Background: an optimization exercise with open tools, aiming at small area, a short achievable clock period and few clock cycles. Do not read the settings as production practice. Only simulation tests tie the RTL to the original design; equivalence was not proved. No activity file was given, so power comes from the tool's default toggle rates.

**flow/run.sh**
```bash
#!/bin/bash
# synth_recipe.tcl (not shown) runs the flow's synth.tcl, then flattens the netlist and writes it again
# the make line also repeats each setting of config.mk as NAME=value (left out here)
make -C /OpenROAD-flow-scripts/flow DESIGN_CONFIG=/design/flow/config.mk WORK_HOME=/design/flow/orfs CLKGATE_MAP_FILE= SYNTH_SCRIPT=/design/flow/synth_recipe.tcl finish
```
**flow/config.mk**
```make
export PLATFORM = sky130hd
export DESIGN_NAME = fir_mac_engine
export DESIGN_NICKNAME = fir_mac_engine
export VERILOG_FILES = /design/flow/design.v
export SDC_FILE = /design/flow/constraint.sdc
export NUM_CORES = 4
export LEC_CHECK = 0
export CAP_MARGIN = 20
export CORE_MARGIN = 2
export CORE_UTILIZATION = 60
export PLACE_DENSITY = 0.72
export SETUP_SLACK_MARGIN = 5
export SLEW_MARGIN = 20
```
**flow/constraint.sdc**
```tcl
create_clock -name core_clock -period 10.5 [get_ports {clk}]
set_input_delay 2.1000 -clock core_clock [delete_from_list [all_inputs] [get_ports {clk}]]
set_output_delay 2.1000 -clock core_clock [all_outputs]
set_load 0.01 [all_outputs]
```
**flow/design.v**
```verilog
package fir_pkg;
  typedef enum logic [1:0] {IDLE, PRIME, MAC, DONE} state_t;
  function automatic integer addr_w(input integer taps);
    addr_w = taps > 1 ? $clog2(taps) : 1;
  endfunction
  function automatic logic signed [63:0] sat_narrow(input logic signed [63:0] v, input integer w);
    logic signed [63:0] hi, lo;
    hi = (64'sd1 <<< (w - 1)) - 64'sd1;
    lo = -(64'sd1 <<< (w - 1));
    sat_narrow = v > hi ? hi : v < lo ? lo : v;
  endfunction
endpackage
module fir_mac_lane #(
  parameter int DATA_W  = 16,
  parameter int COEF_W  = 16,
  parameter int ACC_W   = 40,
  parameter int FRAC_SH = 15
) (
  input  logic              clk,
  input  logic              rst_n,
  input  logic [15:0]       x,       
  input  logic [7:0]        one,     
  input  logic [7:0]        two,     
  input  logic [7:0]        neg,     
  input  logic              vld,     
  input  logic              first,   
  output logic              settled, 
  output logic [15:0]       result   
);
  logic [31:0] s, c, sf, cf;
  logic [15:0] pp0;
  logic [15:0] pp1;
  logic [15:0] pp2;
  logic [15:0] pp3;
  logic [15:0] pp4;
  logic [15:0] pp5;
  logic [15:0] pp6;
  logic [15:0] pp7;
  logic [7:0] nv;
  logic [16:0] xe;
  assign xe = {x, 1'b0};
  assign pp0 = ({16{one[0]}} & xe[16:1] | {16{two[0]}} & xe[15:0]) ^ {16{neg[0]}};
  assign pp1 = ({16{one[1]}} & xe[16:1] | {16{two[1]}} & xe[15:0]) ^ {16{neg[1]}};
  assign pp2 = ({16{one[2]}} & xe[16:1] | {16{two[2]}} & xe[15:0]) ^ {16{neg[2]}};
  assign pp3 = ({16{one[3]}} & xe[16:1] | {16{two[3]}} & xe[15:0]) ^ {16{neg[3]}};
  assign pp4 = ({16{one[4]}} & xe[16:1] | {16{two[4]}} & xe[15:0]) ^ {16{neg[4]}};
  assign pp5 = ({16{one[5]}} & xe[16:1] | {16{two[5]}} & xe[15:0]) ^ {16{neg[5]}};
  assign pp6 = ({16{one[6]}} & xe[16:1] | {16{two[6]}} & xe[15:0]) ^ {16{neg[6]}};
  assign pp7 = ({16{one[7]}} & xe[16:1] | {16{two[7]}} & xe[15:0]) ^ {16{neg[7]}};
  assign nv = {8{vld}} & ~(((one | two) & {8{x[15]}}) ^ neg);
  localparam logic [31:0] K_LO = 32'habff0000;
  assign sf = first ? K_LO : s;
  assign cf = c;   
  wire n0s = cf[0] ^ sf[0] ^ neg[0];
  wire n0c = cf[0] & sf[0] | cf[0] & neg[0] | sf[0] & neg[0];
  wire n1s = cf[1] ^ sf[1] ^ n0c;
  wire n1c = cf[1] & sf[1] | cf[1] & n0c | sf[1] & n0c;
  wire n2s = cf[2] ^ sf[2] ^ neg[1];
  wire n2c = cf[2] & sf[2] | cf[2] & neg[1] | sf[2] & neg[1];
  wire n3s = pp0[2] ^ pp1[0] ^ n2s;
  wire n3c = pp0[2] & pp1[0] | pp0[2] & n2s | pp1[0] & n2s;
  wire n4s = cf[3] ^ sf[3] ^ n2c;
  wire n4c = cf[3] & sf[3] | cf[3] & n2c | sf[3] & n2c;
  wire n5s = pp0[3] ^ pp1[1] ^ n3c;
  wire n5c = pp0[3] & pp1[1] | pp0[3] & n3c | pp1[1] & n3c;
  wire n6s = cf[4] ^ sf[4] ^ neg[2];
  wire n6c = cf[4] & sf[4] | cf[4] & neg[2] | sf[4] & neg[2];
  wire n7s = pp0[4] ^ pp1[2] ^ pp2[0];
  wire n7c = pp0[4] & pp1[2] | pp0[4] & pp2[0] | pp1[2] & pp2[0];
  wire n8s = n6s ^ n4c ^ n7s;
  wire n8c = n6s & n4c | n6s & n7s | n4c & n7s;
  wire n9s = cf[5] ^ sf[5] ^ n6c;
  wire n9c = cf[5] & sf[5] | cf[5] & n6c | sf[5] & n6c;
  wire n10s = pp0[5] ^ pp1[3] ^ pp2[1];
  wire n10c = pp0[5] & pp1[3] | pp0[5] & pp2[1] | pp1[3] & pp2[1];
  wire n11s = n7c ^ n10s ^ n9s;
  wire n11c = n7c & n10s | n7c & n9s | n10s & n9s;
  wire n12s = cf[6] ^ sf[6] ^ neg[3];
  wire n12c = cf[6] & sf[6] | cf[6] & neg[3] | sf[6] & neg[3];
  wire n13s = pp0[6] ^ pp1[4] ^ pp2[2];
  wire n13c = pp0[6] & pp1[4] | pp0[6] & pp2[2] | pp1[4] & pp2[2];
  wire n14s = pp3[0] ^ n12s ^ n10c;
  wire n14c = pp3[0] & n12s | pp3[0] & n10c | n12s & n10c;
  wire n15s = n9c ^ n13s ^ n14s;
  wire n15c = n9c & n13s | n9c & n14s | n13s & n14s;
  wire n16s = cf[7] ^ sf[7] ^ n12c;
  wire n16c = cf[7] & sf[7] | cf[7] & n12c | sf[7] & n12c;
  wire n17s = pp0[7] ^ pp1[5] ^ pp2[3];
  wire n17c = pp0[7] & pp1[5] | pp0[7] & pp2[3] | pp1[5] & pp2[3];
  wire n18s = pp3[1] ^ n13c ^ n16s;
  wire n18c = pp3[1] & n13c | pp3[1] & n16s | n13c & n16s;
  wire n19s = n17s ^ n14c ^ n18s;
  wire n19c = n17s & n14c | n17s & n18s | n14c & n18s;
  wire n20s = cf[8] ^ sf[8] ^ neg[4];
  wire n20c = cf[8] & sf[8] | cf[8] & neg[4] | sf[8] & neg[4];
  wire n21s = pp0[8] ^ pp1[6] ^ pp2[4];
  wire n21c = pp0[8] & pp1[6] | pp0[8] & pp2[4] | pp1[6] & pp2[4];
  wire n22s = pp3[2] ^ pp4[0] ^ n20s;
  wire n22c = pp3[2] & pp4[0] | pp3[2] & n20s | pp4[0] & n20s;
  wire n23s = n16c ^ n17c ^ n21s;
  wire n23c = n16c & n17c | n16c & n21s | n17c & n21s;
  wire n24s = n22s ^ n18c ^ n23s;
  wire n24c = n22s & n18c | n22s & n23s | n18c & n23s;
  wire n25s = cf[9] ^ sf[9] ^ n20c;
  wire n25c = cf[9] & sf[9] | cf[9] & n20c | sf[9] & n20c;
  wire n26s = pp0[9] ^ pp1[7] ^ pp2[5];
  wire n26c = pp0[9] & pp1[7] | pp0[9] & pp2[5] | pp1[7] & pp2[5];
  wire n27s = pp3[3] ^ pp4[1] ^ n21c;
  wire n27c = pp3[3] & pp4[1] | pp3[3] & n21c | pp4[1] & n21c;
  wire n28s = n22c ^ n25s ^ n26s;
  wire n28c = n22c & n25s | n22c & n26s | n25s & n26s;
  wire n29s = n27s ^ n23c ^ n28s;
  wire n29c = n27s & n23c | n27s & n28s | n23c & n28s;
  wire n30s = cf[10] ^ sf[10] ^ neg[5];
  wire n30c = cf[10] & sf[10] | cf[10] & neg[5] | sf[10] & neg[5];
  wire n31s = pp0[10] ^ pp1[8] ^ pp2[6];
  wire n31c = pp0[10] & pp1[8] | pp0[10] & pp2[6] | pp1[8] & pp2[6];
  wire n32s = pp3[4] ^ pp4[2] ^ pp5[0];
  wire n32c = pp3[4] & pp4[2] | pp3[4] & pp5[0] | pp4[2] & pp5[0];
  wire n33s = n30s ^ n25c ^ n26c;
  wire n33c = n30s & n25c | n30s & n26c | n25c & n26c;
  wire n34s = n31s ^ n32s ^ n27c;
  wire n34c = n31s & n32s | n31s & n27c | n32s & n27c;
  wire n35s = n33s ^ n28c ^ n34s;
  wire n35c = n33s & n28c | n33s & n34s | n28c & n34s;
  wire n36s = cf[11] ^ sf[11] ^ n30c;
  wire n36c = cf[11] & sf[11] | cf[11] & n30c | sf[11] & n30c;
  wire n37s = pp0[11] ^ pp1[9] ^ pp2[7];
  wire n37c = pp0[11] & pp1[9] | pp0[11] & pp2[7] | pp1[9] & pp2[7];
  wire n38s = pp3[5] ^ pp4[3] ^ pp5[1];
  wire n38c = pp3[5] & pp4[3] | pp3[5] & pp5[1] | pp4[3] & pp5[1];
  wire n39s = n31c ^ n32c ^ n36s;
  wire n39c = n31c & n32c | n31c & n36s | n32c & n36s;
  wire n40s = n37s ^ n38s ^ n33c;
  wire n40c = n37s & n38s | n37s & n33c | n38s & n33c;
  wire n41s = n39s ^ n34c ^ n40s;
  wire n41c = n39s & n34c | n39s & n40s | n34c & n40s;
  wire n42s = cf[12] ^ sf[12] ^ neg[6];
  wire n42c = cf[12] & sf[12] | cf[12] & neg[6] | sf[12] & neg[6];
  wire n43s = pp0[12] ^ pp1[10] ^ pp2[8];
  wire n43c = pp0[12] & pp1[10] | pp0[12] & pp2[8] | pp1[10] & pp2[8];
  wire n44s = pp3[6] ^ pp4[4] ^ pp5[2];
  wire n44c = pp3[6] & pp4[4] | pp3[6] & pp5[2] | pp4[4] & pp5[2];
  wire n45s = pp6[0] ^ n42s ^ n36c;
  wire n45c = pp6[0] & n42s | pp6[0] & n36c | n42s & n36c;
  wire n46s = n37c ^ n38c ^ n43s;
  wire n46c = n37c & n38c | n37c & n43s | n38c & n43s;
  wire n47s = n44s ^ n45s ^ n39c;
  wire n47c = n44s & n45s | n44s & n39c | n45s & n39c;
  wire n48s = n46s ^ n40c ^ n47s;
  wire n48c = n46s & n40c | n46s & n47s | n40c & n47s;
  wire n49s = cf[13] ^ sf[13] ^ n42c;
  wire n49c = cf[13] & sf[13] | cf[13] & n42c | sf[13] & n42c;
  wire n50s = pp0[13] ^ pp1[11] ^ pp2[9];
  wire n50c = pp0[13] & pp1[11] | pp0[13] & pp2[9] | pp1[11] & pp2[9];
  wire n51s = pp3[7] ^ pp4[5] ^ pp5[3];
  wire n51c = pp3[7] & pp4[5] | pp3[7] & pp5[3] | pp4[5] & pp5[3];
  wire n52s = pp6[1] ^ n43c ^ n44c;
  wire n52c = pp6[1] & n43c | pp6[1] & n44c | n43c & n44c;
  wire n53s = n49s ^ n50s ^ n51s;
  wire n53c = n49s & n50s | n49s & n51s | n50s & n51s;
  wire n54s = n45c ^ n52s ^ n46c;
  wire n54c = n45c & n52s | n45c & n46c | n52s & n46c;
  wire n55s = n53s ^ n47c ^ n54s;
  wire n55c = n53s & n47c | n53s & n54s | n47c & n54s;
  wire n56s = cf[14] ^ sf[14] ^ neg[7];
  wire n56c = cf[14] & sf[14] | cf[14] & neg[7] | sf[14] & neg[7];
  wire n57s = pp0[14] ^ pp1[12] ^ pp2[10];
  wire n57c = pp0[14] & pp1[12] | pp0[14] & pp2[10] | pp1[12] & pp2[10];
  wire n58s = pp3[8] ^ pp4[6] ^ pp5[4];
  wire n58c = pp3[8] & pp4[6] | pp3[8] & pp5[4] | pp4[6] & pp5[4];
  wire n59s = pp6[2] ^ pp7[0] ^ n56s;
  wire n59c = pp6[2] & pp7[0] | pp6[2] & n56s | pp7[0] & n56s;
  wire n60s = n49c ^ n50c ^ n51c;
  wire n60c = n49c & n50c | n49c & n51c | n50c & n51c;
  wire n61s = n57s ^ n58s ^ n59s;
  wire n61c = n57s & n58s | n57s & n59s | n58s & n59s;
  wire n62s = n52c ^ n60s ^ n53c;
  wire n62c = n52c & n60s | n52c & n53c | n60s & n53c;
  wire n63s = n61s ^ n54c ^ n62s;
  wire n63c = n61s & n54c | n61s & n62s | n54c & n62s;
  wire n64s = cf[15] ^ sf[15] ^ n56c;
  wire n64c = cf[15] & sf[15] | cf[15] & n56c | sf[15] & n56c;
  wire n65s = pp0[15] ^ pp1[13] ^ pp2[11];
  wire n65c = pp0[15] & pp1[13] | pp0[15] & pp2[11] | pp1[13] & pp2[11];
  wire n66s = pp3[9] ^ pp4[7] ^ pp5[5];
  wire n66c = pp3[9] & pp4[7] | pp3[9] & pp5[5] | pp4[7] & pp5[5];
  wire n67s = pp6[3] ^ pp7[1] ^ n57c;
  wire n67c = pp6[3] & pp7[1] | pp6[3] & n57c | pp7[1] & n57c;
  wire n68s = n58c ^ n59c ^ n64s;
  wire n68c = n58c & n59c | n58c & n64s | n59c & n64s;
  wire n69s = n65s ^ n66s ^ n60c;
  wire n69c = n65s & n66s | n65s & n60c | n66s & n60c;
  wire n70s = n67s ^ n61c ^ n68s;
  wire n70c = n67s & n61c | n67s & n68s | n61c & n68s;
  wire n71s = n69s ^ n62c ^ n70s;
  wire n71c = n69s & n62c | n69s & n70s | n62c & n70s;
  wire n72s = cf[16] ^ sf[16] ^ pp1[14];
  wire n72c = cf[16] & sf[16] | cf[16] & pp1[14] | sf[16] & pp1[14];
  wire n73s = pp2[12] ^ pp3[10] ^ pp4[8];
  wire n73c = pp2[12] & pp3[10] | pp2[12] & pp4[8] | pp3[10] & pp4[8];
  wire n74s = pp5[6] ^ pp6[4] ^ pp7[2];
  wire n74c = pp5[6] & pp6[4] | pp5[6] & pp7[2] | pp6[4] & pp7[2];
  wire n75s = nv[0] ^ n64c ^ n65c;
  wire n75c = nv[0] & n64c | nv[0] & n65c | n64c & n65c;
  wire n76s = n66c ^ n72s ^ n73s;
  wire n76c = n66c & n72s | n66c & n73s | n72s & n73s;
  wire n77s = n74s ^ n67c ^ n75s;
  wire n77c = n74s & n67c | n74s & n75s | n67c & n75s;
  wire n78s = n68c ^ n76s ^ n69c;
  wire n78c = n68c & n76s | n68c & n69c | n76s & n69c;
  wire n79s = n77s ^ n70c ^ n78s;
  wire n79c = n77s & n70c | n77s & n78s | n70c & n78s;
  wire n80s = cf[17] ^ sf[17] ^ pp1[15];
  wire n80c = cf[17] & sf[17] | cf[17] & pp1[15] | sf[17] & pp1[15];
  wire n81s = pp2[13] ^ pp3[11] ^ pp4[9];
  wire n81c = pp2[13] & pp3[11] | pp2[13] & pp4[9] | pp3[11] & pp4[9];
  wire n82s = pp5[7] ^ pp6[5] ^ pp7[3];
  wire n82c = pp5[7] & pp6[5] | pp5[7] & pp7[3] | pp6[5] & pp7[3];
  wire n83s = n72c ^ n73c ^ n74c;
  wire n83c = n72c & n73c | n72c & n74c | n73c & n74c;
  wire n84s = n80s ^ n81s ^ n82s;
  wire n84c = n80s & n81s | n80s & n82s | n81s & n82s;
  wire n85s = n75c ^ n83s ^ n76c;
  wire n85c = n75c & n83s | n75c & n76c | n83s & n76c;
  wire n86s = n84s ^ n77c ^ n85s;
  wire n86c = n84s & n77c | n84s & n85s | n77c & n85s;
  wire n87s = n78c ^ n86s;
  wire n87c = n78c & n86s;
  wire n88s = cf[18] ^ sf[18] ^ pp2[14];
  wire n88c = cf[18] & sf[18] | cf[18] & pp2[14] | sf[18] & pp2[14];
  wire n89s = pp3[12] ^ pp4[10] ^ pp5[8];
  wire n89c = pp3[12] & pp4[10] | pp3[12] & pp5[8] | pp4[10] & pp5[8];
  wire n90s = pp6[6] ^ pp7[4] ^ nv[1];
  wire n90c = pp6[6] & pp7[4] | pp6[6] & nv[1] | pp7[4] & nv[1];
  wire n91s = n80c ^ n81c ^ n82c;
  wire n91c = n80c & n81c | n80c & n82c | n81c & n82c;
  wire n92s = n88s ^ n89s ^ n90s;
  wire n92c = n88s & n89s | n88s & n90s | n89s & n90s;
  wire n93s = n83c ^ n91s ^ n84c;
  wire n93c = n83c & n91s | n83c & n84c | n91s & n84c;
  wire n94s = n92s ^ n85c ^ n93s;
  wire n94c = n92s & n85c | n92s & n93s | n85c & n93s;
  wire n95s = n86c ^ n94s;
  wire n95c = n86c & n94s;
  wire n96s = cf[19] ^ sf[19] ^ pp2[15];
  wire n96c = cf[19] & sf[19] | cf[19] & pp2[15] | sf[19] & pp2[15];
  wire n97s = pp3[13] ^ pp4[11] ^ pp5[9];
  wire n97c = pp3[13] & pp4[11] | pp3[13] & pp5[9] | pp4[11] & pp5[9];
  wire n98s = pp6[7] ^ pp7[5] ^ n88c;
  wire n98c = pp6[7] & pp7[5] | pp6[7] & n88c | pp7[5] & n88c;
  wire n99s = n89c ^ n96s ^ n97s;
  wire n99c = n89c & n96s | n89c & n97s | n96s & n97s;
  wire n100s = n90c ^ n91c ^ n98s;
  wire n100c = n90c & n91c | n90c & n98s | n91c & n98s;
  wire n101s = n99s ^ n92c ^ n93c;
  wire n101c = n99s & n92c | n99s & n93c | n92c & n93c;
  wire n102s = n100s ^ n101s ^ n94c;
  wire n102c = n100s & n101s | n100s & n94c | n101s & n94c;
  wire n103s = cf[20] ^ sf[20] ^ pp3[14];
  wire n103c = cf[20] & sf[20] | cf[20] & pp3[14] | sf[20] & pp3[14];
  wire n104s = pp4[12] ^ pp5[10] ^ pp6[8];
  wire n104c = pp4[12] & pp5[10] | pp4[12] & pp6[8] | pp5[10] & pp6[8];
  wire n105s = pp7[6] ^ nv[2] ^ n96c;
  wire n105c = pp7[6] & nv[2] | pp7[6] & n96c | nv[2] & n96c;
  wire n106s = n97c ^ n103s ^ n104s;
  wire n106c = n97c & n103s | n97c & n104s | n103s & n104s;
  wire n107s = n98c ^ n105s ^ n99c;
  wire n107c = n98c & n105s | n98c & n99c | n105s & n99c;
  wire n108s = n106s ^ n100c ^ n107s;
  wire n108c = n106s & n100c | n106s & n107s | n100c & n107s;
  wire n109s = n101c ^ n108s;
  wire n109c = n101c & n108s;
  wire n110s = cf[21] ^ sf[21] ^ pp3[15];
  wire n110c = cf[21] & sf[21] | cf[21] & pp3[15] | sf[21] & pp3[15];
  wire n111s = pp4[13] ^ pp5[11] ^ pp6[9];
  wire n111c = pp4[13] & pp5[11] | pp4[13] & pp6[9] | pp5[11] & pp6[9];
  wire n112s = pp7[7] ^ n103c ^ n104c;
  wire n112c = pp7[7] & n103c | pp7[7] & n104c | n103c & n104c;
  wire n113s = n110s ^ n111s ^ n105c;
  wire n113c = n110s & n111s | n110s & n105c | n111s & n105c;
  wire n114s = n112s ^ n106c ^ n113s;
  wire n114c = n112s & n106c | n112s & n113s | n106c & n113s;
  wire n115s = n107c ^ n114s ^ n108c;
  wire n115c = n107c & n114s | n107c & n108c | n114s & n108c;
  wire n116s = cf[22] ^ sf[22] ^ pp4[14];
  wire n116c = cf[22] & sf[22] | cf[22] & pp4[14] | sf[22] & pp4[14];
  wire n117s = pp5[12] ^ pp6[10] ^ pp7[8];
  wire n117c = pp5[12] & pp6[10] | pp5[12] & pp7[8] | pp6[10] & pp7[8];
  wire n118s = nv[3] ^ n110c ^ n111c;
  wire n118c = nv[3] & n110c | nv[3] & n111c | n110c & n111c;
  wire n119s = n116s ^ n117s ^ n112c;
  wire n119c = n116s & n117s | n116s & n112c | n117s & n112c;
  wire n120s = n118s ^ n113c ^ n119s;
  wire n120c = n118s & n113c | n118s & n119s | n113c & n119s;
  wire n121s = n114c ^ n120s;
  wire n121c = n114c & n120s;
  wire n122s = cf[23] ^ sf[23] ^ pp4[15];
  wire n122c = cf[23] & sf[23] | cf[23] & pp4[15] | sf[23] & pp4[15];
  wire n123s = pp5[13] ^ pp6[11] ^ pp7[9];
  wire n123c = pp5[13] & pp6[11] | pp5[13] & pp7[9] | pp6[11] & pp7[9];
  wire n124s = n116c ^ n117c ^ n122s;
  wire n124c = n116c & n117c | n116c & n122s | n117c & n122s;
  wire n125s = n123s ^ n118c ^ n124s;
  wire n125c = n123s & n118c | n123s & n124s | n118c & n124s;
  wire n126s = n119c ^ n125s ^ n120c;
  wire n126c = n119c & n125s | n119c & n120c | n125s & n120c;
  wire n127s = cf[24] ^ sf[24] ^ pp5[14];
  wire n127c = cf[24] & sf[24] | cf[24] & pp5[14] | sf[24] & pp5[14];
  wire n128s = pp6[12] ^ pp7[10] ^ nv[4];
  wire n128c = pp6[12] & pp7[10] | pp6[12] & nv[4] | pp7[10] & nv[4];
  wire n129s = n122c ^ n123c ^ n127s;
  wire n129c = n122c & n123c | n122c & n127s | n123c & n127s;
  wire n130s = n128s ^ n124c ^ n129s;
  wire n130c = n128s & n124c | n128s & n129s | n124c & n129s;
  wire n131s = n125c ^ n130s;
  wire n131c = n125c & n130s;
  wire n132s = cf[25] ^ sf[25] ^ pp5[15];
  wire n132c = cf[25] & sf[25] | cf[25] & pp5[15] | sf[25] & pp5[15];
  wire n133s = pp6[13] ^ pp7[11] ^ n127c;
  wire n133c = pp6[13] & pp7[11] | pp6[13] & n127c | pp7[11] & n127c;
  wire n134s = n132s ^ n128c ^ n133s;
  wire n134c = n132s & n128c | n132s & n133s | n128c & n133s;
  wire n135s = n129c ^ n134s ^ n130c;
  wire n135c = n129c & n134s | n129c & n130c | n134s & n130c;
  wire n136s = cf[26] ^ sf[26] ^ pp6[14];
  wire n136c = cf[26] & sf[26] | cf[26] & pp6[14] | sf[26] & pp6[14];
  wire n137s = pp7[12] ^ nv[5] ^ n132c;
  wire n137c = pp7[12] & nv[5] | pp7[12] & n132c | nv[5] & n132c;
  wire n138s = n136s ^ n133c ^ n137s;
  wire n138c = n136s & n133c | n136s & n137s | n133c & n137s;
  wire n139s = n134c ^ n138s;
  wire n139c = n134c & n138s;
  wire n140s = cf[27] ^ sf[27] ^ pp6[15];
  wire n140c = cf[27] & sf[27] | cf[27] & pp6[15] | sf[27] & pp6[15];
  wire n141s = pp7[13] ^ n136c ^ n140s;
  wire n141c = pp7[13] & n136c | pp7[13] & n140s | n136c & n140s;
  wire n142s = n137c ^ n141s ^ n138c;
  wire n142c = n137c & n141s | n137c & n138c | n141s & n138c;
  wire n143s = cf[28] ^ sf[28] ^ pp7[14];
  wire n143c = cf[28] & sf[28] | cf[28] & pp7[14] | sf[28] & pp7[14];
  wire n144s = nv[6] ^ n140c ^ n143s;
  wire n144c = nv[6] & n140c | nv[6] & n143s | n140c & n143s;
  wire n145s = n141c ^ n144s;
  wire n145c = n141c & n144s;
  wire n146s = cf[29] ^ sf[29] ^ pp7[15];
  wire n146c = cf[29] & sf[29] | cf[29] & pp7[15] | sf[29] & pp7[15];
  wire n147s = n143c ^ n146s ^ n144c;
  wire n147c = n143c & n146s | n143c & n144c | n146s & n144c;
  wire n148s = cf[30] ^ sf[30] ^ nv[7];
  wire n148c = cf[30] & sf[30] | cf[30] & nv[7] | sf[30] & nv[7];
  wire n149s = n146c ^ n148s;
  wire n149c = n146c & n148s;
  wire n150s = cf[31] ^ sf[31] ^ n148c;
  wire n150c = cf[31] & sf[31] | cf[31] & n148c | sf[31] & n148c;
  always_ff @(posedge clk) s <= {n150s, n149s, n147s, n145s, n142s, n139s, n135s, n131s, n126s, n121s, n115s, n109s, n102s, n95s, n87s, n79s, n71s, n63s, n55s, n48s, n41s, n35s, n29s, n24s, n19s, n15s, n11s, n8s, n4s, n3s, n1s, n0s};
  always_ff @(posedge clk or negedge rst_n)
    if (!rst_n) c <= '0;
    else c <= {n149c, n147c, n145c, n142c, n139c, n135c, n131c, n126c, n121c, n115c, n109c, n102c, n95c, n87c, n79c, n71c, n63c, n55c, n48c, n41c, n35c, n29c, n24c, n19c, n15c, n11c, n8c, n5c, n5s, n1c, pp0[1], pp0[0]};
  logic [7:0] u;
  logic [0:0] co;
  localparam logic [7:0] K_HI = 8'hab;
  always_ff @(posedge clk or negedge rst_n)
    if (!rst_n) co <= '0;
    else co <= {n150c};
  always_ff @(posedge clk) u <= first ? K_HI : u + 8'(co[0]);
  assign settled = c == '0 && co == '0;
  logic [39:0] acc;
  assign acc = {u, s};
  logic ovf;
  assign ovf = acc[39:30] != '0 && acc[39:30] != '1;
  logic hi, lo, hi_n, lo_n;
  always_ff @(posedge clk) begin
    hi <= ovf & ~acc[39];
    lo <= ovf & acc[39];
    hi_n <= ~(ovf & ~acc[39]);
    lo_n <= ~(ovf & acc[39]);
  end
  assign result = {acc[30] & hi_n | lo, (acc[29:15] | {15{hi}}) & {15{lo_n}}};
endmodule
module fir_mac_engine #(
  parameter int NUM_CH  = 2,
  parameter int DATA_W  = 16,
  parameter int COEF_W  = 16,
  parameter int TAPS    = 1021,
  parameter int ACC_W   = 40,
  parameter int FRAC_SH = 15
) (
  input  logic                       clk,
  input  logic                       rst_n,
  input  logic                       start,
  output logic [fir_pkg::addr_w(TAPS)-1:0]    coef_addr,
  output logic [fir_pkg::addr_w(TAPS)-1:0]    rd_idx,
  input  logic [COEF_W-1:0]          coef_in,
  input  logic [NUM_CH*DATA_W-1:0]   smpl_in,
  output logic                       busy,
  output logic                       out_vld,
  output logic [NUM_CH*DATA_W-1:0]   smpl_out
);
  localparam int AW = fir_pkg::addr_w(TAPS);
  localparam logic [AW-1:0] LAST = AW'(TAPS - 1);
  logic start_q, edge_det;
  logic [AW-1:0] addr;
  logic v1, v2, f1, first, pend, go;
  logic [7:0] one_d, two_d, neg_d, one, two, neg;
  logic [NUM_CH*DATA_W-1:0] x, res;
  logic [NUM_CH-1:0] settled;
  logic done;
  assign edge_det = start & ~start_q;
  logic ready;
  assign ready = addr == '0 & ~v1 & ~v2 & (&settled);
  assign go = (edge_det | pend) & ready;
  assign coef_addr = addr;
  assign rd_idx = addr;
  logic [16:0] ce;
  assign ce = {coef_in, 1'b0};
  for (genvar i = 0; i < 8; i++) begin : g_enc
    assign one_d[i] = v1 & (ce[2*i+1] ^ ce[2*i]);
    assign two_d[i] = v1 & (ce[2*i+2] ? ~ce[2*i+1] & ~ce[2*i] : ce[2*i+1] & ce[2*i]);
    assign neg_d[i] = v1 & ce[2*i+2] & ~(ce[2*i+1] & ce[2*i]);
  end
  always_ff @(posedge clk) begin
    one <= one_d;
    two <= two_d;
    neg <= neg_d;
    x <= smpl_in;
  end
  for (genvar c = 0; c < NUM_CH; c++) begin : g_lane
    fir_mac_lane #(.DATA_W(DATA_W), .COEF_W(COEF_W), .ACC_W(ACC_W), .FRAC_SH(FRAC_SH)) u_lane (
      .clk(clk),
      .rst_n(rst_n),
      .x(x[c*DATA_W +: DATA_W]),
      .one(one),
      .two(two),
      .neg(neg),
      .vld(v2),
      .first(first),
      .settled(settled[c]),
      .result(res[c*DATA_W +: DATA_W])
    );
  end
  assign done = busy & ~v1 & ~v2 & ~f1 & ~pend & (&settled);
  assign smpl_out = res;
  always_ff @(posedge clk or negedge rst_n)
    if (!rst_n) begin
      start_q <= 1'b0;
      addr <= '0;
      v1 <= 1'b0;
      v2 <= 1'b0;
      f1 <= 1'b0;
      first <= 1'b0;
      pend <= 1'b0;
      busy <= 1'b0;
      out_vld <= 1'b0;
    end else begin
      start_q <= start;
      addr <= go ? AW'(1) : edge_det || addr == LAST || addr == '0 ? '0 : addr + AW'(1);
      pend <= (edge_det | pend) & ~ready;
      v1 <= go | ~edge_det & addr != '0;
      v2 <= v1;
      f1 <= go;
      first <= f1;
      out_vld <= done & ~edge_det;
      busy <= edge_det | busy & ~done;
    end
endmodule
```
==> out/qor.csv <==
stage;metric;value;unit
timing;Worst Max-Slew Pin Slew;0.978;ns
timing;relative slew slack;0.347;
clock_tree;clock sink total;228;
pwr;leakage power;8.91;nW
timing;Fmax;235;MHz
synthesis;cells after synthesis;1854;
clock_tree;hold_buf cts;0;
synthesis;synth warn;2;
clock_tree;root buf cell;clkbuf_16;
worst_setup_path;WP data required;10.93;ns
synthesis;Most used DFF post-synth;dfxtp_1;
grt;initial antenna violation count;0;
layout;nets;2211;
layout;Multi-input gate area;12300;µm²
synthesis;area share of the leading cell type in the synthesized netlist;0.299;
placement;IO buf count;104;
timing;Worst Hold Margin;0.399;ns
clock_tree;deepest clock path buffer count;3;
layout;FF/Latch Area;4990;µm²
min_path;HP Class;reg2reg;
detailed_routing;Detail Route Antenna Nets;0;
detailed_routing;WL/cell;22.7;µm
detailed_routing;Iteration-0 DRC Markers;1390;
die;Rows;65;
worst_setup_path;CP endpoint kind;flip-flop;
detailed_routing;vias per cell;5.98;
timing;Final Critical Period;4.26;ns
worst_setup_path;CP cell instances;inv_2 -> xnor2_1 -> fa_1 -> fa_1 -> fa_1 -> fa_1 -> inv_1 -> fa_1;
timing;unrepaired setup endpoints after global routing;no;
synthesis;Cell Area, Synth;19200;µm²
layout;share of cells above drive strength 1;0.0501;
detailed_routing;DR vias;13512;
synthesis;number of synthesized flops with an enable pin;0;
synthesis;Yosys reg bits;228;
min_path;Hold Path Cell Cnt;0;
worst_setup_path;Worst Path Arrival;4.70;ns
timing;final worst slack;6.24;ns
run_status;status;timing/DRC/antenna clean;
synthesis;Netlist cell types;39;
timing;Final setup viols;0;
pwr;Power per Cell Area;233;nW/µm²
grt;GR Overflow Total;0;
layout;Filler cells;2456;
timing;Hold Violations, Final;0;
detailed_routing;DRT Pass-1 Iters;7;
clock_tree;Clock Latency Late Sink;0.55;ns
grt;first-pass GRT wire length;82.0;mm
clock_tree;CTS Buf Count;26;
worst_setup_path;crit-path most repeated cell;fa_1;
worst_setup_path;slowest CP cell;dfxtp_1;
pwr;VDD IR max;139;µV
detailed_routing;Post-Route WL;51.2;mm
grt;GRT Overall Usage;0.320;
clock_tree;# Post-CTS Setup Buffers;0;
clock_tree;H-tree depth;1;
synthesis;sequential share of the synthesized area;0.260;
die;die extent in y;183;µm
worst_setup_path;reg2reg path depth;8;
placement;Final GP Congestion;0.875;
synthesis;syn_nets;2227;
die;die area;33400;µm²
timing;Period Utilization, post-route;0.406;
worst_setup_path;startpoint types;flip-flop;
layout;ANT cells;0;
synthesis;Synth async-reset ratio;0.368;
clock_tree;clock slew at reported path FFs;0.06;ns
die;core area;31500;µm²
run;max cap viols;0;
synthesis;synthesized area per cell;10.3;µm²
clock_tree;CTS tree;done;
worst_setup_path;worst-path fanout max;22;
grt;vias in the first global route;14582;
die;Initial Util;0.609;
clock_tree;post-CTS resize count;0;
grt;largest net degree at the start of global routing;62;
placement;dpl ws;6.24;ns
die;Die X;183;µm
worst_setup_path;max incr delay on CP;0.87;ns
timing;Setup TNS;0;ns
detailed_routing;residual DRC count;0;
placement;HPWL Detailed;34.4;mm
synthesis;Area contributors post-synth;fa_1, dfxtp_1, dfrtp_1;
timing;pins over their slew limit;0;
worst_setup_path;critical path class;reg2reg;
synthesis;leading area contributor after synthesis;fa_1;
layout;Area Growth Syn to Fin;10.0;%
timing;final setup skew;0.0215;ns
die;num ports;105;
-- routing by layer --
layer	wire, µm	share of wire	vias to the layer above	track usage
li1	-	-	5766	-
met1	20500	0.40	6794	0.448
met2	23800	0.46	803	0.501
met3	5170	0.10	149	0.0591
met4	1800	0.035	0	0.122
met5	0	0	-	0
-- cell usage in the layout, fill, tap and decap left out, types with 12 or more instances in the layout --
cell and count:
nand2_1 33, inv_1 295, buf_4 29, fa_1 286
nand2b_1 30, a22oi_1 240, ha_1 36, or2_1 22
clkdlybuf4s50_1 103, o21ai_1 18, nor2_1 44, nor2b_1 24
and2_1 24, nor4_1 12, o21a_1 30, dfxtp_1 138
xor2_1 58, xnor2_1 234, dfrtp_1 83, clkbuf_16 27
-- final timing paths --
| path | start | endpoint | slack (ns) |
|---|---|---|---|
| min in group asynchronous | rst_n | g_lane[0].u_lane.c[27] | 1.47 |
| worst max register to register | neg[5] | g_lane[0].u_lane.s[19] | 6.24 |
| worst max-delay path | neg[5] | g_lane[0].u_lane.s[19] | 6.24 |
| worst min-delay path | f1 | first | 0.40 |
| worst min register to register | f1 | first | 0.40 |
| max in group asynchronous | rst_n | first | 7.77 |
-- per-stage QoR --
step | area, µm² | power, W | util | instances
floorplan | 19200 | 0.00314 | - | 1854
global placement | 20200 | 0.00383 | 0.641 | 2212
global route | 21100 | 0.00538 | 0.670 | 2260
finish | 21100 | 0.00491 | 0.670 | 2260
CTS | 21100 | 0.00495 | 0.670 | 2260
detailed placement | 20200 | 0.00397 | 0.641 | 2212
-- kinds of logic (layout without fill, tap and decap cells) --
group                    count (synthesis)  after routing  share of synthesized area
adder cells (fa/ha/maj)                322            322                      0.322
buffers and inverters                  477            481                     0.0973
multiplexers                             7              7                    0.00366
flip-flops                             228            228                      0.260
AND/OR/NAND/NOR                        230            230                     0.0685
XOR/XNOR                               292            292                      0.133
AO/OA/AOI/OAI                          298            298                      0.115
-- critical path, delay by kind of cell (launching register included) --
kind / cells / cell delay (ns)
adders and majority gates: 5 / 2.25
DFF: 1 / 0.87
xor gates and xnor gates: 1 / 0.35
buffers and inverters: 2 / 0.65
-- synthesized netlist by cell type (all sizes together) (4+ instances only) --
| master | n |
|---|---|
| nand4 | 11 |
| or2 | 22 |
| and4 | 4 |
| xnor2 | 234 |
| nand2b | 30 |
| and2 | 24 |
| nor4 | 19 |
| nor2 | 44 |
| xor2 | 58 |
| a22oi | 240 |
| nand3 | 11 |
| nand2 | 33 |
| dfrtp | 84 |
| dfxtp | 144 |
| o21ai | 19 |
| fa | 286 |
| o21a | 30 |
| inv | 301 |
| nor2b | 24 |
| mux2i | 7 |
| clkbuf | 140 |
| ha | 36 |
| buf | 35 |
-- sequential cells by signal (all words and copies together), names as in the netlist, 2 cells and up --
signal	cells
g_lane.u_lane.hi	2
g_lane.u_lane.co	2
addr	10
g_lane.u_lane.hi_n	2
x	32
g_lane.u_lane.lo_n	2
g_lane.u_lane.u	16
g_lane.u_lane.lo	2
neg	8
two	8
g_lane.u_lane.c	64
one	8
g_lane.u_lane.s	64
-- power breakdown --
group,internal (W),switching [W]
logic,0.00112,0.00140
registers,0.00118,0.000269
clock network,0.000562,0.000390
total,0.00286,0.00206
-- final cells by class --
cell class	count	share of cell area
Clock inverter	13	0.00789
Timing Repair Buffer	132	0.0592
Clock buffer	35	0.0344
Tap cell	402	0.0239
Sequential cell	228	0.237
Inverter	301	0.0536
Multi-Input combinational cell	1149	0.584
Testbench counts, summed over its fixed seeds: cycles 65,721.

-- port drivers added, routing unchanged --
In the flow no input, the clock included, has a driving cell. The finished layout below was timed again as built, in two steps.
Step 1 (the two cells are an assumption about what drives the block):
set clk [get_ports {clk}]
set_driving_cell -lib_cell sky130_fd_sc_hd__clkbuf_16 $clk
set_driving_cell -lib_cell sky130_fd_sc_hd__buf_2 [delete_from_list [all_inputs] $clk]
Step 2 adds t to the input delays and takes it off the output delays; t is the mean of the earliest and latest rising clock arrival at the registers after step 1. Input paths then give back, and output paths get back, about the clock's delay inside the block.
a / b / c = ideal ports / drivers / drivers and shift; a / b = the first two.
shift t [ns]: 0.594
setup WS [ns]: 6.238 / 6.238 / 6.238
worst register clock-pin slew, ns: 0.07 / 0.07
pins driven straight from the clock port: 1
After both steps setup and hold are still met in this run. For this run, drivers alone change the setup slack by 0.000 ns; drivers and shift together by 0.000 ns.
